Context: an optimization exercise on an open-source flow, tuned for small area, a short achievable clock period and few clock cycles per item. The choices shown serve that exercise and are no tape-out recipe. In this exercise RTL edits were held to simulation tests only and were not proved equivalent to the original.

==> flow/design.v, too long to show whole: its modules and the start of the top module <==
// module hsbrgb_front: 29 lines
// module hsbrgb_route: 17 lines
// module hsbrgb_l2: 192 lines
// module hsbrgb_l3: 277 lines
// module hsbrgb_l4: 206 lines
// module hsb_to_rgb_converter: 153 lines
module hsb_to_rgb_converter
(
    input  logic               clk,
    input  logic               rst_n,
    input  logic               in_valid,
    output logic               in_ready,
    input  logic [HUE_W-1:0]   hue_degrees,
    input  logic [PCT_W-1:0]   saturation_pct,
    input  logic [PCT_W-1:0]   brightness_pct,
    output logic               out_valid,
    input  logic               out_ready,
    output logic [LEVEL_W-1:0] red_level,
    output logic [LEVEL_W-1:0] green_level,
    output logic [LEVEL_W-1:0] blue_level
);
  // ...
==> flow/run.sh <==
#!/bin/bash
# synth_recipe.tcl (not shown) runs the flow's synth.tcl, then flattens the netlist and writes it again
# the make line also repeats each setting of config.mk as NAME=value (left out here)
make -C /OpenROAD-flow-scripts/flow DESIGN_CONFIG=/design/flow/config.mk WORK_HOME=/design/flow/orfs CLKGATE_MAP_FILE= SYNTH_SCRIPT=/design/flow/synth_recipe.tcl finish
==> flow/config.mk <==
export PLATFORM = sky130hd
export DESIGN_NAME = hsb_to_rgb_converter
export DESIGN_NICKNAME = hsb_to_rgb_converter
export VERILOG_FILES = /design/flow/design.v
export SDC_FILE = /design/flow/constraint.sdc
export NUM_CORES = 4
export LEC_CHECK = 0
export ABC_CLOCK_PERIOD_IN_PS = 3000
export CAP_MARGIN = 20
export CORE_MARGIN = 2
export CORE_UTILIZATION = 50
export SETUP_SLACK_MARGIN = 5
export SLEW_MARGIN = 20
==> flow/constraint.sdc <==
create_clock -name core_clock -period 10.0 [get_ports {clk}]
set_input_delay 2.0000 -clock core_clock [delete_from_list [all_inputs] [get_ports {clk}]]
set_output_delay 2.0000 -clock core_clock [all_outputs]
set_load 0.01 [all_outputs]
==> out/metrics.yaml, run 1 <==
status: "no timing/DRC/antenna violations"
viasPerCell: 5.16
syn_nets: 2102
slew_violations: 0
cap_viol_max_count: 0
fmax_mhz: 207
synth-seq-area-share: 0.316
rrSetupSlack_ns: 5.17
multi_input_area_share: 0.550
critPathMaxStageDelay_ns: 0.52
syn_inst: 1657
synth_edf_count: 189
worst-path-max-fanout: 5
drive_gt1_frac: 0.0779
synth_compound_area_frac: 0.0852
synthArstFlopShare: 0.0308
grtUsageMet2: 0.348
inverters: 364
tightest_slew_ns: 1.01
reg2reg_to: "blue_level[0]$_DFFE_PN_"
nets: 2177
antenna_found_initial: 0
clk_share: 0.0300
synth_area_leaders: "edfxtp_1 31%, fa_1 24%, ha_1 14%"
numSequentialCells: 195
fill_cells: 3166
drtIter0Drc: 531
Testbench counts, summed over its fixed seeds: cycles 24,030, items 24,000.
==> module hsbrgb_l2, before the edit <==
module hsbrgb_l2
(
    input  logic [6:0]  b,
    input  logic [6:0]  s,
    input  logic [6:0]  c,
    input  logic [5:0]  rp,
    output logic [12:0] x,
    output logic [13:0] bc,
    output logic [7:0]  vb
);
    wire l2_0 = ~(s[5] & rp[0]) ^ ~(s[4] & rp[1]);
    wire l2_1 = ~(s[5] & rp[0]) & ~(s[4] & rp[1]);
    wire l2_2 = ~(s[6] & rp[0]) ^ ~(s[5] & rp[1]);
    wire l2_3 = ~(s[6] & rp[0]) & ~(s[5] & rp[1]);
    wire l2_4 = ~(s[3] & rp[0]) ^ ~(s[2] & rp[1]);
    wire l2_5 = ~(s[3] & rp[0]) & ~(s[2] & rp[1]);
    wire l2_6 = ~(s[4] & rp[0]) ^ ~(s[3] & rp[1]) ^ ~(s[2] & rp[2]);
    wire l2_7 = (~(s[4] & rp[0]) & ~(s[3] & rp[1])) | (~(s[4] & rp[0]) & ~(s[2] & rp[2])) | (~(s[3] & rp[1]) & ~(s[2] & rp[2]));
    wire l2_8 = l2_0 ^ ~(s[3] & rp[2]) ^ ~(s[2] & rp[3]);
    wire l2_9 = (l2_0 & ~(s[3] & rp[2])) | (l2_0 & ~(s[2] & rp[3])) | (~(s[3] & rp[2]) & ~(s[2] & rp[3]));
    wire l2_10 = ~(s[1] & rp[4]) ^ ~(s[0] & rp[5]);
    wire l2_11 = ~(s[1] & rp[4]) & ~(s[0] & rp[5]);
    wire l2_12 = l2_1 ^ l2_2 ^ ~(s[4] & rp[2]);
    wire l2_13 = (l2_1 & l2_2) | (l2_1 & ~(s[4] & rp[2])) | (l2_2 & ~(s[4] & rp[2]));
    wire l2_14 = ~(s[3] & rp[3]) ^ ~(s[2] & rp[4]) ^ ~(s[1] & rp[5]);
    wire l2_15 = (~(s[3] & rp[3]) & ~(s[2] & rp[4])) | (~(s[3] & rp[3]) & ~(s[1] & rp[5])) | (~(s[2] & rp[4]) & ~(s[1] & rp[5]));
    wire l2_16 = l2_3 ^ ~(s[6] & rp[1]) ^ ~(s[5] & rp[2]);
    wire l2_17 = (l2_3 & ~(s[6] & rp[1])) | (l2_3 & ~(s[5] & rp[2])) | (~(s[6] & rp[1]) & ~(s[5] & rp[2]));
    wire l2_18 = ~(s[4] & rp[3]) ^ ~(s[3] & rp[4]) ^ ~(s[2] & rp[5]);
    wire l2_19 = (~(s[4] & rp[3]) & ~(s[3] & rp[4])) | (~(s[4] & rp[3]) & ~(s[2] & rp[5])) | (~(s[3] & rp[4]) & ~(s[2] & rp[5]));
    wire l2_20 = ~(s[6] & rp[2]) ^ ~(s[5] & rp[3]) ^ ~(s[4] & rp[4]);
    wire l2_21 = (~(s[6] & rp[2]) & ~(s[5] & rp[3])) | (~(s[6] & rp[2]) & ~(s[4] & rp[4])) | (~(s[5] & rp[3]) & ~(s[4] & rp[4]));
    wire l2_22 = ~(s[2] & rp[0]) ^ ~(s[1] & rp[1]);
    wire l2_23 = ~(s[2] & rp[0]) & ~(s[1] & rp[1]);
    wire l2_24 = l2_4 ^ ~(s[1] & rp[2]) ^ ~(s[0] & rp[3]);
    wire l2_25 = (l2_4 & ~(s[1] & rp[2])) | (l2_4 & ~(s[0] & rp[3])) | (~(s[1] & rp[2]) & ~(s[0] & rp[3]));
    wire l2_26 = l2_5 ^ l2_6 ^ ~(s[1] & rp[3]);
    wire l2_27 = (l2_5 & l2_6) | (l2_5 & ~(s[1] & rp[3])) | (l2_6 & ~(s[1] & rp[3]));
    wire l2_28 = l2_7 ^ l2_8 ^ l2_10;
    wire l2_29 = (l2_7 & l2_8) | (l2_7 & l2_10) | (l2_8 & l2_10);
    wire l2_30 = l2_9 ^ l2_11 ^ l2_12;
    wire l2_31 = (l2_9 & l2_11) | (l2_9 & l2_12) | (l2_11 & l2_12);
    wire l2_32 = l2_13 ^ l2_15 ^ l2_16;
    wire l2_33 = (l2_13 & l2_15) | (l2_13 & l2_16) | (l2_15 & l2_16);
    wire l2_34 = l2_17 ^ l2_19 ^ l2_20;
    wire l2_35 = (l2_17 & l2_19) | (l2_17 & l2_20) | (l2_19 & l2_20);
    wire l2_36 = l2_21 ^ ~(s[6] & rp[3]) ^ ~(s[5] & rp[4]);
    wire l2_37 = (l2_21 & ~(s[6] & rp[3])) | (l2_21 & ~(s[5] & rp[4])) | (~(s[6] & rp[3]) & ~(s[5] & rp[4]));
    wire l2_38 = ~(s[1] & rp[0]) ^ ~(s[0] & rp[1]);
    wire l2_39 = ~(s[1] & rp[0]) & ~(s[0] & rp[1]);
    wire l2_40 = l2_22 ^ ~(s[0] & rp[2]) ^ 1'b1;
    wire l2_41 = (l2_22 & ~(s[0] & rp[2])) | (l2_22 & 1'b1) | (~(s[0] & rp[2]) & 1'b1);
    wire l2_42 = l2_23 ^ l2_24 ^ 1'b1;
    wire l2_43 = (l2_23 & l2_24) | (l2_23 & 1'b1) | (l2_24 & 1'b1);
    wire l2_44 = l2_25 ^ l2_26 ^ ~(s[0] & rp[4]);
    wire l2_45 = (l2_25 & l2_26) | (l2_25 & ~(s[0] & rp[4])) | (l2_26 & ~(s[0] & rp[4]));
    wire l2_46 = l2_27 ^ l2_28 ^ 1'b1;
    wire l2_47 = (l2_27 & l2_28) | (l2_27 & 1'b1) | (l2_28 & 1'b1);
    wire l2_48 = l2_29 ^ l2_30 ^ l2_14;
    wire l2_49 = (l2_29 & l2_30) | (l2_29 & l2_14) | (l2_30 & l2_14);
    wire l2_50 = l2_31 ^ l2_32 ^ l2_18;
    wire l2_51 = (l2_31 & l2_32) | (l2_31 & l2_18) | (l2_32 & l2_18);
    wire l2_52 = l2_33 ^ l2_34 ^ ~(s[3] & rp[5]);
    wire l2_53 = (l2_33 & l2_34) | (l2_33 & ~(s[3] & rp[5])) | (l2_34 & ~(s[3] & rp[5]));
    wire l2_54 = l2_35 ^ l2_36 ^ ~(s[4] & rp[5]);
    wire l2_55 = (l2_35 & l2_36) | (l2_35 & ~(s[4] & rp[5])) | (l2_36 & ~(s[4] & rp[5]));
    wire l2_56 = l2_37 ^ ~(s[6] & rp[4]) ^ ~(s[5] & rp[5]);
    wire l2_57 = (l2_37 & ~(s[6] & rp[4])) | (l2_37 & ~(s[5] & rp[5])) | (~(s[6] & rp[4]) & ~(s[5] & rp[5]));
    wire l2_58 = ~(s[6] & rp[5]) ^ 1'b1;
    wire l2_59 = ~(s[6] & rp[5]) & 1'b1;
    wire [12:0] x_w;
    assign x_w = {l2_59, l2_57, l2_55, l2_53, l2_51, l2_49, l2_47, l2_45, l2_43, l2_41, l2_39, l2_38, ~(s[0] & rp[0])} + {1'b1, l2_58, l2_56, l2_54, l2_52, l2_50, l2_48, l2_46, l2_44, l2_42, l2_40, 1'b1, 1'b1};
    wire l2_60 = (b[6] & c[0]) ^ (b[5] & c[1]);
    wire l2_61 = (b[6] & c[0]) & (b[5] & c[1]);
    wire l2_62 = (b[6] & c[1]) ^ (b[5] & c[2]);
    wire l2_63 = (b[6] & c[1]) & (b[5] & c[2]);
    wire l2_64 = (b[4] & c[0]) ^ (b[3] & c[1]);
    wire l2_65 = (b[4] & c[0]) & (b[3] & c[1]);
    wire l2_66 = (b[5] & c[0]) ^ (b[4] & c[1]) ^ (b[3] & c[2]);
    wire l2_67 = ((b[5] & c[0]) & (b[4] & c[1])) | ((b[5] & c[0]) & (b[3] & c[2])) | ((b[4] & c[1]) & (b[3] & c[2]));
    wire l2_68 = (b[2] & c[3]) ^ (b[1] & c[4]);
    wire l2_69 = (b[2] & c[3]) & (b[1] & c[4]);
    wire l2_70 = l2_60 ^ (b[4] & c[2]) ^ (b[3] & c[3]);
    wire l2_71 = (l2_60 & (b[4] & c[2])) | (l2_60 & (b[3] & c[3])) | ((b[4] & c[2]) & (b[3] & c[3]));
    wire l2_72 = (b[2] & c[4]) ^ (b[1] & c[5]) ^ (b[0] & c[6]);
    wire l2_73 = ((b[2] & c[4]) & (b[1] & c[5])) | ((b[2] & c[4]) & (b[0] & c[6])) | ((b[1] & c[5]) & (b[0] & c[6]));
    wire l2_74 = l2_61 ^ l2_62 ^ (b[4] & c[3]);
    wire l2_75 = (l2_61 & l2_62) | (l2_61 & (b[4] & c[3])) | (l2_62 & (b[4] & c[3]));
    wire l2_76 = (b[3] & c[4]) ^ (b[2] & c[5]) ^ (b[1] & c[6]);
    wire l2_77 = ((b[3] & c[4]) & (b[2] & c[5])) | ((b[3] & c[4]) & (b[1] & c[6])) | ((b[2] & c[5]) & (b[1] & c[6]));
    wire l2_78 = l2_63 ^ (b[6] & c[2]) ^ (b[5] & c[3]);
    wire l2_79 = (l2_63 & (b[6] & c[2])) | (l2_63 & (b[5] & c[3])) | ((b[6] & c[2]) & (b[5] & c[3]));
    wire l2_80 = (b[4] & c[4]) ^ (b[3] & c[5]) ^ (b[2] & c[6]);
    wire l2_81 = ((b[4] & c[4]) & (b[3] & c[5])) | ((b[4] & c[4]) & (b[2] & c[6])) | ((b[3] & c[5]) & (b[2] & c[6]));
    wire l2_82 = (b[6] & c[3]) ^ (b[5] & c[4]) ^ (b[4] & c[5]);
    wire l2_83 = ((b[6] & c[3]) & (b[5] & c[4])) | ((b[6] & c[3]) & (b[4] & c[5])) | ((b[5] & c[4]) & (b[4] & c[5]));
    wire l2_84 = (b[3] & c[0]) ^ (b[2] & c[1]);
    wire l2_85 = (b[3] & c[0]) & (b[2] & c[1]);
    wire l2_86 = l2_64 ^ (b[2] & c[2]) ^ (b[1] & c[3]);
    wire l2_87 = (l2_64 & (b[2] & c[2])) | (l2_64 & (b[1] & c[3])) | ((b[2] & c[2]) & (b[1] & c[3]));
    wire l2_88 = l2_65 ^ l2_66 ^ l2_68;
    wire l2_89 = (l2_65 & l2_66) | (l2_65 & l2_68) | (l2_66 & l2_68);
    wire l2_90 = l2_67 ^ l2_69 ^ l2_70;
    wire l2_91 = (l2_67 & l2_69) | (l2_67 & l2_70) | (l2_69 & l2_70);
    wire l2_92 = l2_71 ^ l2_73 ^ l2_74;
    wire l2_93 = (l2_71 & l2_73) | (l2_71 & l2_74) | (l2_73 & l2_74);
    wire l2_94 = l2_75 ^ l2_77 ^ l2_78;
    wire l2_95 = (l2_75 & l2_77) | (l2_75 & l2_78) | (l2_77 & l2_78);
    wire l2_96 = l2_79 ^ l2_81 ^ l2_82;
    wire l2_97 = (l2_79 & l2_81) | (l2_79 & l2_82) | (l2_81 & l2_82);
    wire l2_98 = l2_83 ^ (b[6] & c[4]) ^ (b[5] & c[5]);
    wire l2_99 = (l2_83 & (b[6] & c[4])) | (l2_83 & (b[5] & c[5])) | ((b[6] & c[4]) & (b[5] & c[5]));
    wire l2_100 = (b[2] & c[0]) ^ (b[1] & c[1]);
    wire l2_101 = (b[2] & c[0]) & (b[1] & c[1]);
    wire l2_102 = l2_84 ^ (b[1] & c[2]) ^ (b[0] & c[3]);
    wire l2_103 = (l2_84 & (b[1] & c[2])) | (l2_84 & (b[0] & c[3])) | ((b[1] & c[2]) & (b[0] & c[3]));
    wire l2_104 = l2_85 ^ l2_86 ^ (b[0] & c[4]);
    wire l2_105 = (l2_85 & l2_86) | (l2_85 & (b[0] & c[4])) | (l2_86 & (b[0] & c[4]));
    wire l2_106 = l2_87 ^ l2_88 ^ (b[0] & c[5]);
    wire l2_107 = (l2_87 & l2_88) | (l2_87 & (b[0] & c[5])) | (l2_88 & (b[0] & c[5]));
    wire l2_108 = l2_89 ^ l2_90 ^ l2_72;
    wire l2_109 = (l2_89 & l2_90) | (l2_89 & l2_72) | (l2_90 & l2_72);
    wire l2_110 = l2_91 ^ l2_92 ^ l2_76;
    wire l2_111 = (l2_91 & l2_92) | (l2_91 & l2_76) | (l2_92 & l2_76);
    wire l2_112 = l2_93 ^ l2_94 ^ l2_80;
    wire l2_113 = (l2_93 & l2_94) | (l2_93 & l2_80) | (l2_94 & l2_80);
    wire l2_114 = l2_95 ^ l2_96 ^ (b[3] & c[6]);
    wire l2_115 = (l2_95 & l2_96) | (l2_95 & (b[3] & c[6])) | (l2_96 & (b[3] & c[6]));
    wire l2_116 = l2_97 ^ l2_98 ^ (b[4] & c[6]);
    wire l2_117 = (l2_97 & l2_98) | (l2_97 & (b[4] & c[6])) | (l2_98 & (b[4] & c[6]));
    wire l2_118 = l2_99 ^ (b[6] & c[5]) ^ (b[5] & c[6]);
    wire l2_119 = (l2_99 & (b[6] & c[5])) | (l2_99 & (b[5] & c[6])) | ((b[6] & c[5]) & (b[5] & c[6]));
    wire [13:0] bc_w;
    assign bc_w = {1'b0, l2_119, l2_117, l2_115, l2_113, l2_111, l2_109, l2_107, l2_105, l2_103, l2_101, l2_100, (b[1] & c[0]), (b[0] & c[0])} + {1'b0, (b[6] & c[6]), l2_118, l2_116, l2_114, l2_112, l2_110, l2_108, l2_106, l2_104, l2_102, (b[0] & c[2]), (b[0] & c[1]), 1'b0};
    wire l2_120 = ~b[5] ^ b[2];
    wire l2_121 = ~b[5] & b[2];
    wire l2_122 = ~b[6] ^ b[3];
    wire l2_123 = ~b[6] & b[3];
    wire l2_124 = b[4] ^ ~b[2] ^ b[0];
    wire l2_125 = (b[4] & ~b[2]) | (b[4] & b[0]) | (~b[2] & b[0]);
    wire l2_126 = b[5] ^ ~b[3] ^ b[1];
    wire l2_127 = (b[5] & ~b[3]) | (b[5] & b[1]) | (~b[3] & b[1]);
    wire l2_128 = b[6] ^ ~b[4] ^ b[2];
    wire l2_129 = (b[6] & ~b[4]) | (b[6] & b[2]) | (~b[4] & b[2]);
    wire l2_130 = ~b[5] ^ b[3] ^ b[0];
    wire l2_131 = (~b[5] & b[3]) | (~b[5] & b[0]) | (b[3] & b[0]);
    wire l2_132 = ~b[6] ^ b[4] ^ b[1];
    wire l2_133 = (~b[6] & b[4]) | (~b[6] & b[1]) | (b[4] & b[1]);
    wire l2_134 = b[5] ^ b[2];
    wire l2_135 = b[5] & b[2];
    wire l2_136 = b[6] ^ b[3] ^ b[1];
    wire l2_137 = (b[6] & b[3]) | (b[6] & b[1]) | (b[3] & b[1]);
    wire l2_138 = b[4] ^ b[2];
    wire l2_139 = b[4] & b[2];
    wire l2_140 = b[5] ^ b[3];
    wire l2_141 = b[5] & b[3];
    wire l2_142 = b[6] ^ b[4];
    wire l2_143 = b[6] & b[4];
    wire l2_144 = l2_120 ^ ~b[0];
    wire l2_145 = l2_120 & ~b[0];
    wire l2_146 = l2_121 ^ l2_122 ^ ~b[1];
    wire l2_147 = (l2_121 & l2_122) | (l2_121 & ~b[1]) | (l2_122 & ~b[1]);
    wire l2_148 = l2_123 ^ l2_124 ^ 1'b1;
    wire l2_149 = (l2_123 & l2_124) | (l2_123 & 1'b1) | (l2_124 & 1'b1);
    wire l2_150 = l2_125 ^ l2_126 ^ 1'b1;
    wire l2_151 = (l2_125 & l2_126) | (l2_125 & 1'b1) | (l2_126 & 1'b1);
    wire l2_152 = l2_127 ^ l2_128 ^ 1'b1;
    wire l2_153 = (l2_127 & l2_128) | (l2_127 & 1'b1) | (l2_128 & 1'b1);
    wire l2_154 = l2_129 ^ l2_130 ^ 1'b1;
    wire l2_155 = (l2_129 & l2_130) | (l2_129 & 1'b1) | (l2_130 & 1'b1);
    wire l2_156 = l2_131 ^ l2_132 ^ 1'b1;
    wire l2_157 = (l2_131 & l2_132) | (l2_131 & 1'b1) | (l2_132 & 1'b1);
    wire l2_158 = l2_133 ^ l2_134 ^ b[0];
    wire l2_159 = (l2_133 & l2_134) | (l2_133 & b[0]) | (l2_134 & b[0]);
    wire l2_160 = l2_135 ^ l2_136 ^ 1'b1;
    wire l2_161 = (l2_135 & l2_136) | (l2_135 & 1'b1) | (l2_136 & 1'b1);
    wire l2_162 = l2_137 ^ l2_138 ^ 1'b1;
    wire l2_163 = (l2_137 & l2_138) | (l2_137 & 1'b1) | (l2_138 & 1'b1);
    wire l2_164 = l2_139 ^ l2_140 ^ 1'b1;
    wire l2_165 = (l2_139 & l2_140) | (l2_139 & 1'b1) | (l2_140 & 1'b1);
    wire l2_166 = l2_141 ^ l2_142 ^ 1'b1;
    wire l2_167 = (l2_141 & l2_142) | (l2_141 & 1'b1) | (l2_142 & 1'b1);
    wire l2_168 = l2_143 ^ b[5] ^ 1'b1;
    wire l2_169 = (l2_143 & b[5]) | (l2_143 & 1'b1) | (b[5] & 1'b1);
    wire l2_170 = b[6] ^ 1'b1;
    wire l2_171 = b[6] & 1'b1;
    wire [18:0] vb_w;
    assign vb_w = {l2_169, l2_167, l2_165, l2_163, l2_161, l2_159, l2_157, l2_155, l2_153, l2_151, l2_149, l2_147, l2_145, l2_144, ~b[4], ~b[3], ~b[2], ~b[1], ~b[0]} + {l2_170, l2_168, l2_166, l2_164, l2_162, l2_160, l2_158, l2_156, l2_154, l2_152, l2_150, l2_148, l2_146, 1'b1, b[1], b[0], 1'b0, 1'b0, 1'b1};
    assign x = x_w;
    assign bc = bc_w;
    assign vb = vb_w[18:11];
endmodule
==> module hsbrgb_l4, before the edit <==
module hsbrgb_l4
(
    input  logic [19:0] q,
    input  logic [7:0]  vb,
    input  logic [7:0]  vp,
    input  logic [8:0]  sel,
    output logic [7:0]  red,
    output logic [7:0]  green,
    output logic [7:0]  blue
);
    logic [7:0] vm;
    wire l4_0 = q[17] ^ q[13];
    wire l4_1 = q[17] & q[13];
    wire l4_2 = q[18] ^ q[14] ^ q[12];
    wire l4_3 = (q[18] & q[14]) | (q[18] & q[12]) | (q[14] & q[12]);
    wire l4_4 = q[9] ^ ~q[7];
    wire l4_5 = q[9] & ~q[7];
    wire l4_6 = q[19] ^ q[15] ^ q[13];
    wire l4_7 = (q[19] & q[15]) | (q[19] & q[13]) | (q[15] & q[13]);
    wire l4_8 = q[10] ^ ~q[8];
    wire l4_9 = q[10] & ~q[8];
    wire l4_10 = q[16] ^ q[14] ^ q[11];
    wire l4_11 = (q[16] & q[14]) | (q[16] & q[11]) | (q[14] & q[11]);
    wire l4_12 = q[17] ^ q[15] ^ q[12];
    wire l4_13 = (q[17] & q[15]) | (q[17] & q[12]) | (q[15] & q[12]);
    wire l4_14 = q[18] ^ q[16] ^ q[13];
    wire l4_15 = (q[18] & q[16]) | (q[18] & q[13]) | (q[16] & q[13]);
    wire l4_16 = q[19] ^ q[17] ^ q[14];
    wire l4_17 = (q[19] & q[17]) | (q[19] & q[14]) | (q[17] & q[14]);
    wire l4_18 = q[18] ^ q[15];
    wire l4_19 = q[18] & q[15];
    wire l4_20 = q[19] ^ q[16];
    wire l4_21 = q[19] & q[16];
    wire l4_22 = q[14] ^ q[10] ^ q[8];
    wire l4_23 = (q[14] & q[10]) | (q[14] & q[8]) | (q[10] & q[8]);
    wire l4_24 = q[15] ^ q[11] ^ q[9];
    wire l4_25 = (q[15] & q[11]) | (q[15] & q[9]) | (q[11] & q[9]);
    wire l4_26 = q[6] ^ ~q[4];
    wire l4_27 = q[6] & ~q[4];
    wire l4_28 = q[16] ^ q[12] ^ q[10];
    wire l4_29 = (q[16] & q[12]) | (q[16] & q[10]) | (q[12] & q[10]);
    wire l4_30 = q[7] ^ ~q[5] ^ ~q[3];
    wire l4_31 = (q[7] & ~q[5]) | (q[7] & ~q[3]) | (~q[5] & ~q[3]);
    wire l4_32 = l4_0 ^ q[11] ^ q[8];
    wire l4_33 = (l4_0 & q[11]) | (l4_0 & q[8]) | (q[11] & q[8]);
    wire l4_34 = ~q[6] ^ ~q[4] ^ 1'b1;
    wire l4_35 = (~q[6] & ~q[4]) | (~q[6] & 1'b1) | (~q[4] & 1'b1);
    wire l4_36 = l4_1 ^ l4_2 ^ l4_4;
    wire l4_37 = (l4_1 & l4_2) | (l4_1 & l4_4) | (l4_2 & l4_4);
    wire l4_38 = ~q[5] ^ ~q[0] ^ 1'b1;
    wire l4_39 = (~q[5] & ~q[0]) | (~q[5] & 1'b1) | (~q[0] & 1'b1);
    wire l4_40 = l4_3 ^ l4_5 ^ l4_6;
    wire l4_41 = (l4_3 & l4_5) | (l4_3 & l4_6) | (l4_5 & l4_6);
    wire l4_42 = l4_8 ^ ~q[6] ^ ~q[1];
    wire l4_43 = (l4_8 & ~q[6]) | (l4_8 & ~q[1]) | (~q[6] & ~q[1]);
    wire l4_44 = l4_7 ^ l4_9 ^ l4_10;
    wire l4_45 = (l4_7 & l4_9) | (l4_7 & l4_10) | (l4_9 & l4_10);
    wire l4_46 = ~q[9] ^ ~q[7] ^ ~q[2];
    wire l4_47 = (~q[9] & ~q[7]) | (~q[9] & ~q[2]) | (~q[7] & ~q[2]);
    wire l4_48 = l4_11 ^ l4_12 ^ ~q[10];
    wire l4_49 = (l4_11 & l4_12) | (l4_11 & ~q[10]) | (l4_12 & ~q[10]);
    wire l4_50 = ~q[8] ^ ~q[3] ^ q[0];
    wire l4_51 = (~q[8] & ~q[3]) | (~q[8] & q[0]) | (~q[3] & q[0]);
    wire l4_52 = l4_13 ^ l4_14 ^ ~q[11];
    wire l4_53 = (l4_13 & l4_14) | (l4_13 & ~q[11]) | (l4_14 & ~q[11]);
    wire l4_54 = ~q[9] ^ ~q[4] ^ q[1];
    wire l4_55 = (~q[9] & ~q[4]) | (~q[9] & q[1]) | (~q[4] & q[1]);
    wire l4_56 = l4_15 ^ l4_16 ^ ~q[12];
    wire l4_57 = (l4_15 & l4_16) | (l4_15 & ~q[12]) | (l4_16 & ~q[12]);
    wire l4_58 = ~q[10] ^ ~q[5] ^ q[2];
    wire l4_59 = (~q[10] & ~q[5]) | (~q[10] & q[2]) | (~q[5] & q[2]);
    wire l4_60 = l4_17 ^ l4_18 ^ ~q[13];
    wire l4_61 = (l4_17 & l4_18) | (l4_17 & ~q[13]) | (l4_18 & ~q[13]);
    wire l4_62 = ~q[11] ^ ~q[6] ^ q[3];
    wire l4_63 = (~q[11] & ~q[6]) | (~q[11] & q[3]) | (~q[6] & q[3]);
    wire l4_64 = l4_19 ^ l4_20 ^ ~q[14];
    wire l4_65 = (l4_19 & l4_20) | (l4_19 & ~q[14]) | (l4_20 & ~q[14]);
    wire l4_66 = ~q[12] ^ ~q[7] ^ q[4];
    wire l4_67 = (~q[12] & ~q[7]) | (~q[12] & q[4]) | (~q[7] & q[4]);
    wire l4_68 = l4_21 ^ q[17] ^ ~q[15];
    wire l4_69 = (l4_21 & q[17]) | (l4_21 & ~q[15]) | (q[17] & ~q[15]);
    wire l4_70 = ~q[13] ^ ~q[8] ^ q[5];
    wire l4_71 = (~q[13] & ~q[8]) | (~q[13] & q[5]) | (~q[8] & q[5]);
    wire l4_72 = q[18] ^ ~q[16] ^ ~q[14];
    wire l4_73 = (q[18] & ~q[16]) | (q[18] & ~q[14]) | (~q[16] & ~q[14]);
    wire l4_74 = ~q[9] ^ q[6];
    wire l4_75 = ~q[9] & q[6];
    wire l4_76 = q[19] ^ ~q[17] ^ ~q[15];
    wire l4_77 = (q[19] & ~q[17]) | (q[19] & ~q[15]) | (~q[17] & ~q[15]);
    wire l4_78 = ~q[10] ^ q[7];
    wire l4_79 = ~q[10] & q[7];
    wire l4_80 = ~q[18] ^ ~q[16] ^ ~q[11];
    wire l4_81 = (~q[18] & ~q[16]) | (~q[18] & ~q[11]) | (~q[16] & ~q[11]);
    wire l4_82 = ~q[19] ^ ~q[17];
    wire l4_83 = ~q[19] & ~q[17];
    wire l4_84 = ~q[18] ^ ~q[13];
    wire l4_85 = ~q[18] & ~q[13];
    wire l4_86 = ~q[19] ^ ~q[14];
    wire l4_87 = ~q[19] & ~q[14];
    wire l4_88 = l4_22 ^ q[5];
    wire l4_89 = l4_22 & q[5];
    wire l4_90 = l4_23 ^ l4_24 ^ l4_26;
    wire l4_91 = (l4_23 & l4_24) | (l4_23 & l4_26) | (l4_24 & l4_26);
    wire l4_92 = l4_25 ^ l4_27 ^ l4_28;
    wire l4_93 = (l4_25 & l4_27) | (l4_25 & l4_28) | (l4_27 & l4_28);
    wire l4_94 = l4_29 ^ l4_31 ^ l4_32;
    wire l4_95 = (l4_29 & l4_31) | (l4_29 & l4_32) | (l4_31 & l4_32);
    wire l4_96 = l4_33 ^ l4_35 ^ l4_36;
    wire l4_97 = (l4_33 & l4_35) | (l4_33 & l4_36) | (l4_35 & l4_36);
    wire l4_98 = l4_37 ^ l4_39 ^ l4_40;
    wire l4_99 = (l4_37 & l4_39) | (l4_37 & l4_40) | (l4_39 & l4_40);
    wire l4_100 = l4_41 ^ l4_43 ^ l4_44;
    wire l4_101 = (l4_41 & l4_43) | (l4_41 & l4_44) | (l4_43 & l4_44);
    wire l4_102 = l4_45 ^ l4_47 ^ l4_48;
    wire l4_103 = (l4_45 & l4_47) | (l4_45 & l4_48) | (l4_47 & l4_48);
    wire l4_104 = l4_49 ^ l4_51 ^ l4_52;
    wire l4_105 = (l4_49 & l4_51) | (l4_49 & l4_52) | (l4_51 & l4_52);
    wire l4_106 = l4_53 ^ l4_55 ^ l4_56;
    wire l4_107 = (l4_53 & l4_55) | (l4_53 & l4_56) | (l4_55 & l4_56);
    wire l4_108 = l4_57 ^ l4_59 ^ l4_60;
    wire l4_109 = (l4_57 & l4_59) | (l4_57 & l4_60) | (l4_59 & l4_60);
    wire l4_110 = l4_61 ^ l4_63 ^ l4_64;
    wire l4_111 = (l4_61 & l4_63) | (l4_61 & l4_64) | (l4_63 & l4_64);
    wire l4_112 = l4_65 ^ l4_67 ^ l4_68;
    wire l4_113 = (l4_65 & l4_67) | (l4_65 & l4_68) | (l4_67 & l4_68);
    wire l4_114 = l4_69 ^ l4_71 ^ l4_72;
    wire l4_115 = (l4_69 & l4_71) | (l4_69 & l4_72) | (l4_71 & l4_72);
    wire l4_116 = l4_73 ^ l4_75 ^ l4_76;
    wire l4_117 = (l4_73 & l4_75) | (l4_73 & l4_76) | (l4_75 & l4_76);
    wire l4_118 = l4_77 ^ l4_79 ^ l4_80;
    wire l4_119 = (l4_77 & l4_79) | (l4_77 & l4_80) | (l4_79 & l4_80);
    wire l4_120 = l4_81 ^ l4_82 ^ ~q[12];
    wire l4_121 = (l4_81 & l4_82) | (l4_81 & ~q[12]) | (l4_82 & ~q[12]);
    wire l4_122 = l4_83 ^ l4_84 ^ q[10];
    wire l4_123 = (l4_83 & l4_84) | (l4_83 & q[10]) | (l4_84 & q[10]);
    wire l4_124 = l4_85 ^ l4_86 ^ q[11];
    wire l4_125 = (l4_85 & l4_86) | (l4_85 & q[11]) | (l4_86 & q[11]);
    wire l4_126 = l4_87 ^ ~q[15];
    wire l4_127 = l4_87 & ~q[15];
    wire l4_128 = ~q[16] ^ q[13];
    wire l4_129 = ~q[16] & q[13];
    wire l4_130 = ~q[17] ^ q[14];
    wire l4_131 = ~q[17] & q[14];
    wire l4_132 = ~q[18] ^ q[15];
    wire l4_133 = ~q[18] & q[15];
    wire l4_134 = ~q[19] ^ q[16];
    wire l4_135 = ~q[19] & q[16];
    wire l4_136 = l4_88 ^ ~q[3];
    wire l4_137 = l4_88 & ~q[3];
    wire l4_138 = l4_89 ^ l4_90 ^ ~q[2];
    wire l4_139 = (l4_89 & l4_90) | (l4_89 & ~q[2]) | (l4_90 & ~q[2]);
    wire l4_140 = l4_91 ^ l4_92 ^ l4_30;
    wire l4_141 = (l4_91 & l4_92) | (l4_91 & l4_30) | (l4_92 & l4_30);
    wire l4_142 = l4_93 ^ l4_94 ^ l4_34;
    wire l4_143 = (l4_93 & l4_94) | (l4_93 & l4_34) | (l4_94 & l4_34);
    wire l4_144 = l4_95 ^ l4_96 ^ l4_38;
    wire l4_145 = (l4_95 & l4_96) | (l4_95 & l4_38) | (l4_96 & l4_38);
    wire l4_146 = l4_97 ^ l4_98 ^ l4_42;
    wire l4_147 = (l4_97 & l4_98) | (l4_97 & l4_42) | (l4_98 & l4_42);
    wire l4_148 = l4_99 ^ l4_100 ^ l4_46;
    wire l4_149 = (l4_99 & l4_100) | (l4_99 & l4_46) | (l4_100 & l4_46);
    wire l4_150 = l4_101 ^ l4_102 ^ l4_50;
    wire l4_151 = (l4_101 & l4_102) | (l4_101 & l4_50) | (l4_102 & l4_50);
    wire l4_152 = l4_103 ^ l4_104 ^ l4_54;
    wire l4_153 = (l4_103 & l4_104) | (l4_103 & l4_54) | (l4_104 & l4_54);
    wire l4_154 = l4_105 ^ l4_106 ^ l4_58;
    wire l4_155 = (l4_105 & l4_106) | (l4_105 & l4_58) | (l4_106 & l4_58);
    wire l4_156 = l4_107 ^ l4_108 ^ l4_62;
    wire l4_157 = (l4_107 & l4_108) | (l4_107 & l4_62) | (l4_108 & l4_62);
    wire l4_158 = l4_109 ^ l4_110 ^ l4_66;
    wire l4_159 = (l4_109 & l4_110) | (l4_109 & l4_66) | (l4_110 & l4_66);
    wire l4_160 = l4_111 ^ l4_112 ^ l4_70;
    wire l4_161 = (l4_111 & l4_112) | (l4_111 & l4_70) | (l4_112 & l4_70);
    wire l4_162 = l4_113 ^ l4_114 ^ l4_74;
    wire l4_163 = (l4_113 & l4_114) | (l4_113 & l4_74) | (l4_114 & l4_74);
    wire l4_164 = l4_115 ^ l4_116 ^ l4_78;
    wire l4_165 = (l4_115 & l4_116) | (l4_115 & l4_78) | (l4_116 & l4_78);
    wire l4_166 = l4_117 ^ l4_118 ^ q[8];
    wire l4_167 = (l4_117 & l4_118) | (l4_117 & q[8]) | (l4_118 & q[8]);
    wire l4_168 = l4_119 ^ l4_120 ^ q[9];
    wire l4_169 = (l4_119 & l4_120) | (l4_119 & q[9]) | (l4_120 & q[9]);
    wire l4_170 = l4_121 ^ l4_122 ^ 1'b1;
    wire l4_171 = (l4_121 & l4_122) | (l4_121 & 1'b1) | (l4_122 & 1'b1);
    wire l4_172 = l4_123 ^ l4_124 ^ 1'b1;
    wire l4_173 = (l4_123 & l4_124) | (l4_123 & 1'b1) | (l4_124 & 1'b1);
    wire l4_174 = l4_125 ^ l4_126 ^ q[12];
    wire l4_175 = (l4_125 & l4_126) | (l4_125 & q[12]) | (l4_126 & q[12]);
    wire l4_176 = l4_127 ^ l4_128 ^ 1'b1;
    wire l4_177 = (l4_127 & l4_128) | (l4_127 & 1'b1) | (l4_128 & 1'b1);
    wire l4_178 = l4_129 ^ l4_130 ^ 1'b1;
    wire l4_179 = (l4_129 & l4_130) | (l4_129 & 1'b1) | (l4_130 & 1'b1);
    wire l4_180 = l4_131 ^ l4_132 ^ 1'b1;
    wire l4_181 = (l4_131 & l4_132) | (l4_131 & 1'b1) | (l4_132 & 1'b1);
    wire l4_182 = l4_133 ^ l4_134 ^ 1'b1;
    wire l4_183 = (l4_133 & l4_134) | (l4_133 & 1'b1) | (l4_134 & 1'b1);
    wire l4_184 = l4_135 ^ q[17];
    wire l4_185 = l4_135 & q[17];
    wire l4_186 = q[18] ^ 1'b1;
    wire l4_187 = q[18] & 1'b1;
    wire [25:0] vm_w;
    assign vm_w = {l4_185, l4_183, l4_181, l4_179, l4_177, l4_175, l4_173, l4_171, l4_169, l4_167, l4_165, l4_163, l4_161, l4_159, l4_157, l4_155, l4_153, l4_151, l4_149, l4_147, l4_145, l4_143, l4_141, l4_139, l4_137, l4_136} + {l4_186, l4_184, l4_182, l4_180, l4_178, l4_176, l4_174, l4_172, l4_170, l4_168, l4_166, l4_164, l4_162, l4_160, l4_158, l4_156, l4_154, l4_152, l4_150, l4_148, l4_146, l4_144, l4_142, l4_140, l4_138, ~q[1]};
    assign vm = vm_w[25:18];
    assign red   = ({8{sel[0]}} & vb) | ({8{sel[1]}} & vm) | ({8{sel[2]}} & vp);
    assign green = ({8{sel[3]}} & vb) | ({8{sel[4]}} & vm) | ({8{sel[5]}} & vp);
    assign blue  = ({8{sel[6]}} & vb) | ({8{sel[7]}} & vm) | ({8{sel[8]}} & vp);
endmodule
==> module hsb_to_rgb_converter, before the edit <==
module hsb_to_rgb_converter
(
    input  logic               clk,
    input  logic               rst_n,
    input  logic               in_valid,
    output logic               in_ready,
    input  logic [HUE_W-1:0]   hue_degrees,
    input  logic [PCT_W-1:0]   saturation_pct,
    input  logic [PCT_W-1:0]   brightness_pct,
    output logic               out_valid,
    input  logic               out_ready,
    output logic [LEVEL_W-1:0] red_level,
    output logic [LEVEL_W-1:0] green_level,
    output logic [LEVEL_W-1:0] blue_level
);
    logic advance;
    logic accept;
    logic skid_valid_reg;
    logic s1_valid_reg;
    logic s2_valid_reg;
    logic s3_valid_reg;
    logic s4_valid_reg;
    logic out_valid_reg;
    logic [RAW_W-1:0] skid_reg;
    logic [RAW_W-1:0] s1_reg;
    logic [RAW_W-1:0] raw_in;
    logic [6:0] f_b, f_s, f_c;
    logic [5:0] f_rp;
    logic [2:0] f_sec;
    logic [6:0] b2_reg, s2_reg, c2_reg;
    logic [5:0] rp2_reg;
    logic [2:0] sec2_reg;
    logic [12:0] l2_x;
    logic [13:0] l2_bc;
    logic [7:0]  l2_vb;
    logic [12:0] x3_reg;
    logic [13:0] bc3_reg;
    logic [7:0]  vb3_reg;
    logic [6:0]  b3_reg;
    logic [2:0]  sec3_reg;
    logic [19:0] l3_q;
    logic [7:0]  l3_vp;
    logic [8:0]  l3_sel;
    logic [19:0] q4_reg;
    logic [7:0]  vp4_reg;
    logic [7:0]  vb4_reg;
    logic [8:0]  sel4_reg;
    logic [LEVEL_W-1:0] l4_red;
    logic [LEVEL_W-1:0] l4_green;
    logic [LEVEL_W-1:0] l4_blue;
    assign raw_in    = {hue_degrees, saturation_pct, brightness_pct};
    assign advance   = !out_valid_reg || out_ready;
    assign in_ready  = !skid_valid_reg;
    assign accept    = in_valid && !skid_valid_reg;
    assign out_valid = out_valid_reg;
    always_ff @(posedge clk or negedge rst_n)
    begin
        if (!rst_n)
        begin
            skid_valid_reg <= 1'b0;
            s1_valid_reg   <= 1'b0;
            s2_valid_reg   <= 1'b0;
            s3_valid_reg   <= 1'b0;
            s4_valid_reg   <= 1'b0;
            out_valid_reg  <= 1'b0;
        end
        else if (advance)
        begin
            skid_valid_reg <= 1'b0;
            s1_valid_reg   <= accept || skid_valid_reg;
            s2_valid_reg   <= s1_valid_reg;
            s3_valid_reg   <= s2_valid_reg;
            s4_valid_reg   <= s3_valid_reg;
            out_valid_reg  <= s4_valid_reg;
        end
        else if (accept)
        begin
            skid_valid_reg <= 1'b1;
        end
    end
    always_ff @(posedge clk)
    begin
        if (accept && !advance)
        begin
            skid_reg <= raw_in;
        end
        if (advance)
        begin
            s1_reg      <= skid_valid_reg ? skid_reg : raw_in;
            b2_reg      <= f_b;
            s2_reg      <= f_s;
            c2_reg      <= f_c;
            rp2_reg     <= f_rp;
            sec2_reg    <= f_sec;
            x3_reg      <= l2_x;
            bc3_reg     <= l2_bc;
            vb3_reg     <= l2_vb;
            b3_reg      <= b2_reg;
            sec3_reg    <= sec2_reg;
            q4_reg      <= l3_q;
            vp4_reg     <= l3_vp;
            vb4_reg     <= vb3_reg;
            sel4_reg    <= l3_sel;
            red_level   <= l4_red;
            green_level <= l4_green;
            blue_level  <= l4_blue;
        end
    end
    hsbrgb_front u_front
    (
        .h    (s1_reg[RAW_W-1 -: HUE_W]),
        .s_in (s1_reg[2*PCT_W-1 -: PCT_W]),
        .b_in (s1_reg[PCT_W-1:0]),
        .b    (f_b),
        .s    (f_s),
        .c    (f_c),
        .rp   (f_rp),
        .sec  (f_sec)
    );
    hsbrgb_l2 u_l2
    (
        .b  (b2_reg),
        .s  (s2_reg),
        .c  (c2_reg),
        .rp (rp2_reg),
        .x  (l2_x),
        .bc (l2_bc),
        .vb (l2_vb)
    );
    hsbrgb_l3 u_l3
    (
        .b  (b3_reg),
        .x  (x3_reg),
        .bc (bc3_reg),
        .q  (l3_q),
        .vp (l3_vp)
    );
    hsbrgb_route u_route
    (
        .sec (sec3_reg),
        .sel (l3_sel)
    );
    hsbrgb_l4 u_l4
    (
        .q     (q4_reg),
        .vb    (vb4_reg),
        .vp    (vp4_reg),
        .sel   (sel4_reg),
        .red   (l4_red),
        .green (l4_green),
        .blue  (l4_blue)
    );
endmodule
==> inputs of run 2 (changes only) <==
--- a/flow/design.v
+++ b/flow/design.v
@@ -55,8 +55,7 @@
     input  logic [6:0]  c,
     input  logic [5:0]  rp,
     output logic [12:0] x,
-    output logic [13:0] bc,
-    output logic [7:0]  vb
+    output logic [13:0] bc
 );
     wire l2_0 = ~(s[5] & rp[0]) ^ ~(s[4] & rp[1]);
     wire l2_1 = ~(s[5] & rp[0]) & ~(s[4] & rp[1]);
@@ -182,63 +181,8 @@
     wire l2_119 = (l2_99 & (b[6] & c[5])) | (l2_99 & (b[5] & c[6])) | ((b[6] & c[5]) & (b[5] & c[6]));
     wire [13:0] bc_w;
     assign bc_w = {1'b0, l2_119, l2_117, l2_115, l2_113, l2_111, l2_109, l2_107, l2_105, l2_103, l2_101, l2_100, (b[1] & c[0]), (b[0] & c[0])} + {1'b0, (b[6] & c[6]), l2_118, l2_116, l2_114, l2_112, l2_110, l2_108, l2_106, l2_104, l2_102, (b[0] & c[2]), (b[0] & c[1]), 1'b0};
-    wire l2_120 = ~b[5] ^ b[2];
-    wire l2_121 = ~b[5] & b[2];
-    wire l2_122 = ~b[6] ^ b[3];
-    wire l2_123 = ~b[6] & b[3];
-    wire l2_124 = b[4] ^ ~b[2] ^ b[0];
-    wire l2_125 = (b[4] & ~b[2]) | (b[4] & b[0]) | (~b[2] & b[0]);
-    wire l2_126 = b[5] ^ ~b[3] ^ b[1];
-    wire l2_127 = (b[5] & ~b[3]) | (b[5] & b[1]) | (~b[3] & b[1]);
-    wire l2_128 = b[6] ^ ~b[4] ^ b[2];
-    wire l2_129 = (b[6] & ~b[4]) | (b[6] & b[2]) | (~b[4] & b[2]);
-    wire l2_130 = ~b[5] ^ b[3] ^ b[0];
-    wire l2_131 = (~b[5] & b[3]) | (~b[5] & b[0]) | (b[3] & b[0]);
-    wire l2_132 = ~b[6] ^ b[4] ^ b[1];
-    wire l2_133 = (~b[6] & b[4]) | (~b[6] & b[1]) | (b[4] & b[1]);
-    wire l2_134 = b[5] ^ b[2];
-    wire l2_135 = b[5] & b[2];
-    wire l2_136 = b[6] ^ b[3] ^ b[1];
-    wire l2_137 = (b[6] & b[3]) | (b[6] & b[1]) | (b[3] & b[1]);
-    wire l2_138 = b[4] ^ b[2];
-    wire l2_139 = b[4] & b[2];
-    wire l2_140 = b[5] ^ b[3];
-    wire l2_141 = b[5] & b[3];
-    wire l2_142 = b[6] ^ b[4];
-    wire l2_143 = b[6] & b[4];
-    wire l2_144 = l2_120 ^ ~b[0];
-    wire l2_145 = l2_120 & ~b[0];
-    wire l2_146 = l2_121 ^ l2_122 ^ ~b[1];
-    wire l2_147 = (l2_121 & l2_122) | (l2_121 & ~b[1]) | (l2_122 & ~b[1]);
-    wire l2_148 = l2_123 ^ l2_124 ^ 1'b1;
-    wire l2_149 = (l2_123 & l2_124) | (l2_123 & 1'b1) | (l2_124 & 1'b1);
-    wire l2_150 = l2_125 ^ l2_126 ^ 1'b1;
-    wire l2_151 = (l2_125 & l2_126) | (l2_125 & 1'b1) | (l2_126 & 1'b1);
-    wire l2_152 = l2_127 ^ l2_128 ^ 1'b1;
-    wire l2_153 = (l2_127 & l2_128) | (l2_127 & 1'b1) | (l2_128 & 1'b1);
-    wire l2_154 = l2_129 ^ l2_130 ^ 1'b1;
-    wire l2_155 = (l2_129 & l2_130) | (l2_129 & 1'b1) | (l2_130 & 1'b1);
-    wire l2_156 = l2_131 ^ l2_132 ^ 1'b1;
-    wire l2_157 = (l2_131 & l2_132) | (l2_131 & 1'b1) | (l2_132 & 1'b1);
-    wire l2_158 = l2_133 ^ l2_134 ^ b[0];
-    wire l2_159 = (l2_133 & l2_134) | (l2_133 & b[0]) | (l2_134 & b[0]);
-    wire l2_160 = l2_135 ^ l2_136 ^ 1'b1;
-    wire l2_161 = (l2_135 & l2_136) | (l2_135 & 1'b1) | (l2_136 & 1'b1);
-    wire l2_162 = l2_137 ^ l2_138 ^ 1'b1;
-    wire l2_163 = (l2_137 & l2_138) | (l2_137 & 1'b1) | (l2_138 & 1'b1);
-    wire l2_164 = l2_139 ^ l2_140 ^ 1'b1;
-    wire l2_165 = (l2_139 & l2_140) | (l2_139 & 1'b1) | (l2_140 & 1'b1);
-    wire l2_166 = l2_141 ^ l2_142 ^ 1'b1;
-    wire l2_167 = (l2_141 & l2_142) | (l2_141 & 1'b1) | (l2_142 & 1'b1);
-    wire l2_168 = l2_143 ^ b[5] ^ 1'b1;
-    wire l2_169 = (l2_143 & b[5]) | (l2_143 & 1'b1) | (b[5] & 1'b1);
-    wire l2_170 = b[6] ^ 1'b1;
-    wire l2_171 = b[6] & 1'b1;
-    wire [18:0] vb_w;
-    assign vb_w = {l2_169, l2_167, l2_165, l2_163, l2_161, l2_159, l2_157, l2_155, l2_153, l2_151, l2_149, l2_147, l2_145, l2_144, ~b[4], ~b[3], ~b[2], ~b[1], ~b[0]} + {l2_170, l2_168, l2_166, l2_164, l2_162, l2_160, l2_158, l2_156, l2_154, l2_152, l2_150, l2_148, l2_146, 1'b1, b[1], b[0], 1'b0, 1'b0, 1'b1};
     assign x = x_w;
     assign bc = bc_w;
-    assign vb = vb_w[18:11];
 endmodule
 module hsbrgb_l3
 (
@@ -246,7 +190,8 @@
     input  logic [12:0] x,
     input  logic [13:0] bc,
     output logic [19:0] q,
-    output logic [7:0]  vp
+    output logic [7:0]  vp,
+    output logic [7:0]  vb
 );
     wire l3_0 = (x[6] & b[0]) ^ (x[5] & b[1]);
     wire l3_1 = (x[6] & b[0]) & (x[5] & b[1]);
@@ -514,20 +459,76 @@
     wire l3_261 = l3_221 & bc[12];
     wire [19:0] vp_w;
     assign vp_w = {l3_259, l3_257, l3_255, l3_253, l3_251, l3_249, l3_247, l3_245, l3_243, l3_241, l3_239, l3_237, l3_235, l3_233, l3_231, l3_229, l3_227, l3_225, l3_223, l3_222} + {l3_260, l3_258, l3_256, l3_254, l3_252, l3_250, l3_248, l3_246, l3_244, l3_242, l3_240, l3_238, l3_236, l3_234, l3_232, l3_230, l3_228, l3_226, l3_224, 1'b1};
+    wire l3_262 = ~b[5] ^ b[2];
+    wire l3_263 = ~b[5] & b[2];
+    wire l3_264 = ~b[6] ^ b[3];
+    wire l3_265 = ~b[6] & b[3];
+    wire l3_266 = b[4] ^ ~b[2] ^ b[0];
+    wire l3_267 = (b[4] & ~b[2]) | (b[4] & b[0]) | (~b[2] & b[0]);
+    wire l3_268 = b[5] ^ ~b[3] ^ b[1];
+    wire l3_269 = (b[5] & ~b[3]) | (b[5] & b[1]) | (~b[3] & b[1]);
+    wire l3_270 = b[6] ^ ~b[4] ^ b[2];
+    wire l3_271 = (b[6] & ~b[4]) | (b[6] & b[2]) | (~b[4] & b[2]);
+    wire l3_272 = ~b[5] ^ b[3] ^ b[0];
+    wire l3_273 = (~b[5] & b[3]) | (~b[5] & b[0]) | (b[3] & b[0]);
+    wire l3_274 = ~b[6] ^ b[4] ^ b[1];
+    wire l3_275 = (~b[6] & b[4]) | (~b[6] & b[1]) | (b[4] & b[1]);
+    wire l3_276 = b[5] ^ b[2];
+    wire l3_277 = b[5] & b[2];
+    wire l3_278 = b[6] ^ b[3] ^ b[1];
+    wire l3_279 = (b[6] & b[3]) | (b[6] & b[1]) | (b[3] & b[1]);
+    wire l3_280 = b[4] ^ b[2];
+    wire l3_281 = b[4] & b[2];
+    wire l3_282 = b[5] ^ b[3];
+    wire l3_283 = b[5] & b[3];
+    wire l3_284 = b[6] ^ b[4];
+    wire l3_285 = b[6] & b[4];
+    wire l3_286 = l3_262 ^ ~b[0];
+    wire l3_287 = l3_262 & ~b[0];
+    wire l3_288 = l3_263 ^ l3_264 ^ ~b[1];
+    wire l3_289 = (l3_263 & l3_264) | (l3_263 & ~b[1]) | (l3_264 & ~b[1]);
+    wire l3_290 = l3_265 ^ l3_266 ^ 1'b1;
+    wire l3_291 = (l3_265 & l3_266) | (l3_265 & 1'b1) | (l3_266 & 1'b1);
+    wire l3_292 = l3_267 ^ l3_268 ^ 1'b1;
+    wire l3_293 = (l3_267 & l3_268) | (l3_267 & 1'b1) | (l3_268 & 1'b1);
+    wire l3_294 = l3_269 ^ l3_270 ^ 1'b1;
+    wire l3_295 = (l3_269 & l3_270) | (l3_269 & 1'b1) | (l3_270 & 1'b1);
+    wire l3_296 = l3_271 ^ l3_272 ^ 1'b1;
+    wire l3_297 = (l3_271 & l3_272) | (l3_271 & 1'b1) | (l3_272 & 1'b1);
+    wire l3_298 = l3_273 ^ l3_274 ^ 1'b1;
+    wire l3_299 = (l3_273 & l3_274) | (l3_273 & 1'b1) | (l3_274 & 1'b1);
+    wire l3_300 = l3_275 ^ l3_276 ^ b[0];
+    wire l3_301 = (l3_275 & l3_276) | (l3_275 & b[0]) | (l3_276 & b[0]);
+    wire l3_302 = l3_277 ^ l3_278 ^ 1'b1;
+    wire l3_303 = (l3_277 & l3_278) | (l3_277 & 1'b1) | (l3_278 & 1'b1);
+    wire l3_304 = l3_279 ^ l3_280 ^ 1'b1;
+    wire l3_305 = (l3_279 & l3_280) | (l3_279 & 1'b1) | (l3_280 & 1'b1);
+    wire l3_306 = l3_281 ^ l3_282 ^ 1'b1;
+    wire l3_307 = (l3_281 & l3_282) | (l3_281 & 1'b1) | (l3_282 & 1'b1);
+    wire l3_308 = l3_283 ^ l3_284 ^ 1'b1;
+    wire l3_309 = (l3_283 & l3_284) | (l3_283 & 1'b1) | (l3_284 & 1'b1);
+    wire l3_310 = l3_285 ^ b[5] ^ 1'b1;
+    wire l3_311 = (l3_285 & b[5]) | (l3_285 & 1'b1) | (b[5] & 1'b1);
+    wire l3_312 = b[6] ^ 1'b1;
+    wire l3_313 = b[6] & 1'b1;
+    wire [18:0] vb_w;
+    assign vb_w = {l3_311, l3_309, l3_307, l3_305, l3_303, l3_301, l3_299, l3_297, l3_295, l3_293, l3_291, l3_289, l3_287, l3_286, ~b[4], ~b[3], ~b[2], ~b[1], ~b[0]} + {l3_312, l3_310, l3_308, l3_306, l3_304, l3_302, l3_300, l3_298, l3_296, l3_294, l3_292, l3_290, l3_288, 1'b1, b[1], b[0], 1'b0, 1'b0, 1'b1};
     assign q = q_w;
     assign vp = vp_w[19:12];
+    assign vb = vb_w[18:11];
 endmodule
 module hsbrgb_l4
 (
     input  logic [19:0] q,
     input  logic [7:0]  vb,
     input  logic [7:0]  vp,
-    input  logic [8:0]  sel,
+    input  logic [2:0]  sec,
     output logic [7:0]  red,
     output logic [7:0]  green,
     output logic [7:0]  blue
 );
     logic [7:0] vm;
+    logic [8:0] sel;
     wire l4_0 = q[17] ^ q[13];
     wire l4_1 = q[17] & q[13];
     wire l4_2 = q[18] ^ q[14] ^ q[12];
@@ -719,6 +720,7 @@
     wire [25:0] vm_w;
     assign vm_w = {l4_185, l4_183, l4_181, l4_179, l4_177, l4_175, l4_173, l4_171, l4_169, l4_167, l4_165, l4_163, l4_161, l4_159, l4_157, l4_155, l4_153, l4_151, l4_149, l4_147, l4_145, l4_143, l4_141, l4_139, l4_137, l4_136} + {l4_186, l4_184, l4_182, l4_180, l4_178, l4_176, l4_174, l4_172, l4_170, l4_168, l4_166, l4_164, l4_162, l4_160, l4_158, l4_156, l4_154, l4_152, l4_150, l4_148, l4_146, l4_144, l4_142, l4_140, l4_138, ~q[1]};
     assign vm = vm_w[25:18];
+    hsbrgb_route u_route (.sec (sec), .sel (sel));
     assign red   = ({8{sel[0]}} & vb) | ({8{sel[1]}} & vm) | ({8{sel[2]}} & vp);
     assign green = ({8{sel[3]}} & vb) | ({8{sel[4]}} & vm) | ({8{sel[5]}} & vp);
     assign blue  = ({8{sel[6]}} & vb) | ({8{sel[7]}} & vm) | ({8{sel[8]}} & vp);
@@ -741,13 +743,13 @@
     logic advance;
     logic accept;
     logic skid_valid_reg;
-    logic s1_valid_reg;
+    logic in_ready_reg;
     logic s2_valid_reg;
     logic s3_valid_reg;
     logic s4_valid_reg;
     logic out_valid_reg;
     logic [RAW_W-1:0] skid_reg;
-    logic [RAW_W-1:0] s1_reg;
+    logic [RAW_W-1:0] s1_raw;
     logic [RAW_W-1:0] raw_in;
     logic [6:0] f_b, f_s, f_c;
     logic [5:0] f_rp;
@@ -757,33 +759,32 @@
     logic [2:0] sec2_reg;
     logic [12:0] l2_x;
     logic [13:0] l2_bc;
-    logic [7:0]  l2_vb;
     logic [12:0] x3_reg;
     logic [13:0] bc3_reg;
-    logic [7:0]  vb3_reg;
     logic [6:0]  b3_reg;
     logic [2:0]  sec3_reg;
     logic [19:0] l3_q;
     logic [7:0]  l3_vp;
-    logic [8:0]  l3_sel;
+    logic [7:0]  l3_vb;
     logic [19:0] q4_reg;
     logic [7:0]  vp4_reg;
     logic [7:0]  vb4_reg;
-    logic [8:0]  sel4_reg;
+    logic [2:0]  sec4_reg;
     logic [LEVEL_W-1:0] l4_red;
     logic [LEVEL_W-1:0] l4_green;
     logic [LEVEL_W-1:0] l4_blue;
     assign raw_in    = {hue_degrees, saturation_pct, brightness_pct};
     assign advance   = !out_valid_reg || out_ready;
-    assign in_ready  = !skid_valid_reg;
+    assign in_ready  = in_ready_reg;
     assign accept    = in_valid && !skid_valid_reg;
     assign out_valid = out_valid_reg;
+    assign s1_raw    = skid_valid_reg ? skid_reg : raw_in;
     always_ff @(posedge clk or negedge rst_n)
     begin
         if (!rst_n)
         begin
             skid_valid_reg <= 1'b0;
-            s1_valid_reg   <= 1'b0;
+            in_ready_reg   <= 1'b1;
             s2_valid_reg   <= 1'b0;
             s3_valid_reg   <= 1'b0;
             s4_valid_reg   <= 1'b0;
@@ -792,8 +793,8 @@
         else if (advance)
         begin
             skid_valid_reg <= 1'b0;
-            s1_valid_reg   <= accept || skid_valid_reg;
-            s2_valid_reg   <= s1_valid_reg;
+            in_ready_reg   <= 1'b1;
+            s2_valid_reg   <= accept || skid_valid_reg;
             s3_valid_reg   <= s2_valid_reg;
             s4_valid_reg   <= s3_valid_reg;
             out_valid_reg  <= s4_valid_reg;
@@ -801,6 +802,7 @@
         else if (accept)
         begin
             skid_valid_reg <= 1'b1;
+            in_ready_reg   <= 1'b0;
         end
     end
     always_ff @(posedge clk)
@@ -811,7 +813,6 @@
         end
         if (advance)
         begin
-            s1_reg      <= skid_valid_reg ? skid_reg : raw_in;
             b2_reg      <= f_b;
             s2_reg      <= f_s;
             c2_reg      <= f_c;
@@ -819,13 +820,12 @@
             sec2_reg    <= f_sec;
             x3_reg      <= l2_x;
             bc3_reg     <= l2_bc;
-            vb3_reg     <= l2_vb;
             b3_reg      <= b2_reg;
             sec3_reg    <= sec2_reg;
             q4_reg      <= l3_q;
             vp4_reg     <= l3_vp;
-            vb4_reg     <= vb3_reg;
-            sel4_reg    <= l3_sel;
+            vb4_reg     <= l3_vb;
+            sec4_reg    <= sec3_reg;
             red_level   <= l4_red;
             green_level <= l4_green;
             blue_level  <= l4_blue;
@@ -833,9 +833,9 @@
     end
     hsbrgb_front u_front
     (
-        .h    (s1_reg[RAW_W-1 -: HUE_W]),
-        .s_in (s1_reg[2*PCT_W-1 -: PCT_W]),
-        .b_in (s1_reg[PCT_W-1:0]),
+        .h    (s1_raw[RAW_W-1 -: HUE_W]),
+        .s_in (s1_raw[2*PCT_W-1 -: PCT_W]),
+        .b_in (s1_raw[PCT_W-1:0]),
         .b    (f_b),
         .s    (f_s),
         .c    (f_c),
@@ -849,8 +849,7 @@
         .c  (c2_reg),
         .rp (rp2_reg),
         .x  (l2_x),
-        .bc (l2_bc),
-        .vb (l2_vb)
+        .bc (l2_bc)
     );
     hsbrgb_l3 u_l3
     (
@@ -858,19 +857,15 @@
         .x  (x3_reg),
         .bc (bc3_reg),
         .q  (l3_q),
-        .vp (l3_vp)
-    );
-    hsbrgb_route u_route
-    (
-        .sec (sec3_reg),
-        .sel (l3_sel)
+        .vp (l3_vp),
+        .vb (l3_vb)
     );
     hsbrgb_l4 u_l4
     (
         .q     (q4_reg),
         .vb    (vb4_reg),
         .vp    (vp4_reg),
-        .sel   (sel4_reg),
+        .sec   (sec4_reg),
         .red   (l4_red),
         .green (l4_green),
         .blue  (l4_blue)
--- a/flow/config.mk
+++ b/flow/config.mk
@@ -8,6 +8,6 @@
 export ABC_CLOCK_PERIOD_IN_PS = 3000
 export CAP_MARGIN = 20
 export CORE_MARGIN = 2
-export CORE_UTILIZATION = 50
+export CORE_UTILIZATION = 40
 export SETUP_SLACK_MARGIN = 5
 export SLEW_MARGIN = 20
==> run 2 against run 1 <==
Against the previous run:
- critical path depth decreased by 1
- via count fell by 0.11%
- routed wire length down 1.2%
- hold slack gained 0.010 ns
- die area grew 19%
==> out/metrics.yaml, run 2 <==
status: "no timing/DRC/antenna violations"
setup_viol: 0
antenna_cells: 0
synth-seq-area-share: 0.268  # -0.0481
layout.cells.most_common_list: "354 x inv_1, 218 x fa_1, 199 x ha_1"
numClockSinks: 158
fp.dieW_um: 214
viasPerCell: 4.83  # -6.5%
fp-row-count: 76
largest_register_ffs: 23
tightest_slew_ns: 0.955  # -0.0531 ns
setup-tns-final_ns: 0
numCtsBuffers: 17
start_util: 0.407
busiest_layer: "met2"
root_buffer: "clkbuf_16"
period_needed_ns: 4.85
fmax_mhz: 206  # -0.49%
drcViolationCount: 0
grt_pass1_wl_um: 59200
fin_area_um2: 19600
synthArstFlopShare: 0.0380  # +0.00721
core_um2: 43200
totalWireLength_um: 34900
synth_seq_cells: 158
crit_start: "q4_reg[16]$_DFFE_PN_"
use_met3: 0.0255
clock-skew-final_ns: 0.0142
yosys_warnings: 3
crit_chain: "buf_4, fa_1, fa_1, fa_1, inv_1, fa_1, inv_1, ha_1, a21oi_1, o21ai_1, a21oi_2, a21oi_4, o211ai_1, nand3b_1, xor2_2, a211oi_2, a21oi_1"
worst-path-max-fanout: 5  # unchanged
crit_top_cell: "fa_1"
dpl.hpwl_um: 28500
cp_slowest_cell: "fa_1"
met1_usage: 0.219
nets: 2211  # +1.6%
path_buf_inv: 3
critical_path_class: "reg -> reg"
antenna_found_initial: 0  # unchanged
synth_top_area_frac: 0.260
die_area_um2: 45600
crit_path_end_kind: "flip-flop"
cts_hold_buf: 0
maxSlewHeadroom: 0.363
timing.hold.worst.start: "sec3_reg[0]$_DFFE_PN_"
via_count: 11400
syn_nets: 2138  # +1.7%
synth_top_area_cell: "edfxtp_1"
layout_commonest_cell: "inv_1"
grt_setup_unrepaired: "true"
cts_tree: "done"
numPortBuffers: 52
clk_latency_ns: 0.45
synth.distinct_cells: 72
cap_viol_max_count: 0  # unchanged
syn_inst: 1693  # +2.2%
place_area_um2: 18700
htree_levels: 4
synth_area_leaders: "edfxtp_1 26%, fa_1 25%, ha_1 14%"
clk_path_buf_depth: 2
reg2reg_from: "q4_reg[16]$_DFFE_PN_"
synth.cell_area_um2: 17600
grt_max_degree: 72
fill_cells: 4075  # +29%
syn2layout_area_growth_pct: 11.5
drtIter0Drc: 581  # +9.4%
yosysMostFrequentCell: "inv_1"
grtUsageMet2: 0.279  # -0.0690
critPathMaxStageDelay_ns: 0.54  # +0.02 ns
grt_pass1_vias: 12000
drive_gt1_frac: 0.0646  # -0.0133
final_hold_viol_count: 0
ioPinCount: 53
place_congestion: 0.880
ant_nets: 0
fp.dieH_um: 214
critical_path.top_delay_family: "adder cells"
synth_edf_count: 152  # -20%
cp.arrival_ns: 5.04
gr-total-overflow: 0
synth_ff_type: "edfxtp_1"
synth_commonest_cells: "360 x inv_1, 218 x fa_1, 200 x ha_1, 152 x edfxtp_1, 127 x and2_1"
cts.clk_slew.worst_paths_ns: 0.07
critPathRequiredTime_ns: 10.19
slew_violations: 0  # unchanged
post_synth.cell_area_avg_um2: 10.4
avgRoutedWirePerCell_um: 14.8
fin_crit_sh: 0.485
cp-start-kind: "flip-flop"
first_pass_iters: 5
min-delay-path-class: "reg -> reg"
track_usage: 0.163
[run 2: routing by layer]
metal	vias up	share of wire
li1	5644	-
met1	5555	0.47
met2	183	0.49
met3	27	0.036
met4	0	0.013
met5	-	0
[run 2: through the flow]
step	worst slack, ns	instances	utilization	hold slack [ns]
finish	5.15	2364	0.454	0.420
global route	4.93	2364	0.454	0.427
CTS	5.02	2349	0.449	0.421
detailed placement	4.81	2307	0.434	0.405
global placement	4.89	2307	0.434	0.401
floorplan	5.18	1693	-	0.400
[run 2: cells by family after synthesis]
kind of cell / synth area share
adders and majority gates: 0.391
xor gates and xnor gates: 0.0352
muxes: 0.0226
DFF: 0.268
and+or+nand+nor: 0.112
AOI/OAI and AO/OA: 0.0867
buffers and inverters: 0.0847
[run 2: final timing paths]
path,endpoint,cells after the start,slack [ns]
setup / recovery,blue_level[5]$_DFFE_PN_,17,5.15
hold / removal,sec4_reg[0]$_DFFE_PN_,0,0.42
setup reg to reg,blue_level[5]$_DFFE_PN_,17,5.15
hold reg to reg,sec4_reg[0]$_DFFE_PN_,0,0.42
max in group asynchronous,in_ready_reg$_DFFE_PN1P_,1,7.95
min in group asynchronous,s4_valid_reg$_DFFE_PN0N_,1,1.78
[run 2: area by class of cell]
| cell class | instances | area, µm² | share of cell area |
|---|---|---|---|
| clock buffers | 22 | 484 | 0.0247 |
| inverters | 362 | 1360 | 0.0696 |
| well taps | 585 | 732 | 0.0374 |
| multi-input cells | 1146 | 11500 | 0.586 |
| clock inverters | 10 | 77.6 | 0.00396 |
| repair buffers | 81 | 738 | 0.0377 |
| flip-flops and latches | 158 | 4720 | 0.241 |
[run 2: worst register-to-register path: stages (launching register included)]
cell and delay, ns:
edfxtp_1 0.50, buf_4 0.19, fa_1 0.46, fa_1 0.43, fa_1 0.54, inv_1 0.05
fa_1 0.50, inv_1 0.04, ha_1 0.30, a21oi_1 0.16, o21ai_1 0.11, a21oi_2 0.24
a21oi_4 0.11, o211ai_1 0.27, nand3b_1 0.17, xor2_2 0.22, a211oi_2 0.25, a21oi_1 0.06
[run 2: timing repair]
action / 4_1_cts / 5_1_grt
endpoints found under the setup margin: 15 / 25
resized for setup: 2 / 22
pin swaps: 0 / 4
setup buffers: 10 / 15
Testbench counts of run 2, summed over its fixed seeds: cycles 24,024, items 24,000.

[re-timing with driven ports]
How much do the figures lean on ideal ports? The routed layouts below were timed once more, with nothing changed but the port constraints. Step 1: set_driving_cell puts a clkbuf_16 on clk and a buf_2 on each other input, an assumption about the parent block. Step 2 also shifts input and output timing later by t, the mid clock arrival at the registers, as if the neighbouring blocks saw the same clock. Three values: ideal ports, drivers, drivers and shift; two values: the first two.
run	t (ns)	slack for setup (ns)	clock arrival spread, ns	worst slew at a driven data input, ns
run 1	0.506	5.172 / 5.172 / 5.172	0.018 / 0.017	0.05
run 2	0.497	5.148 / 5.148 / 5.148	0.015 / 0.015	0.04
After both steps every run listed still meets setup and hold.
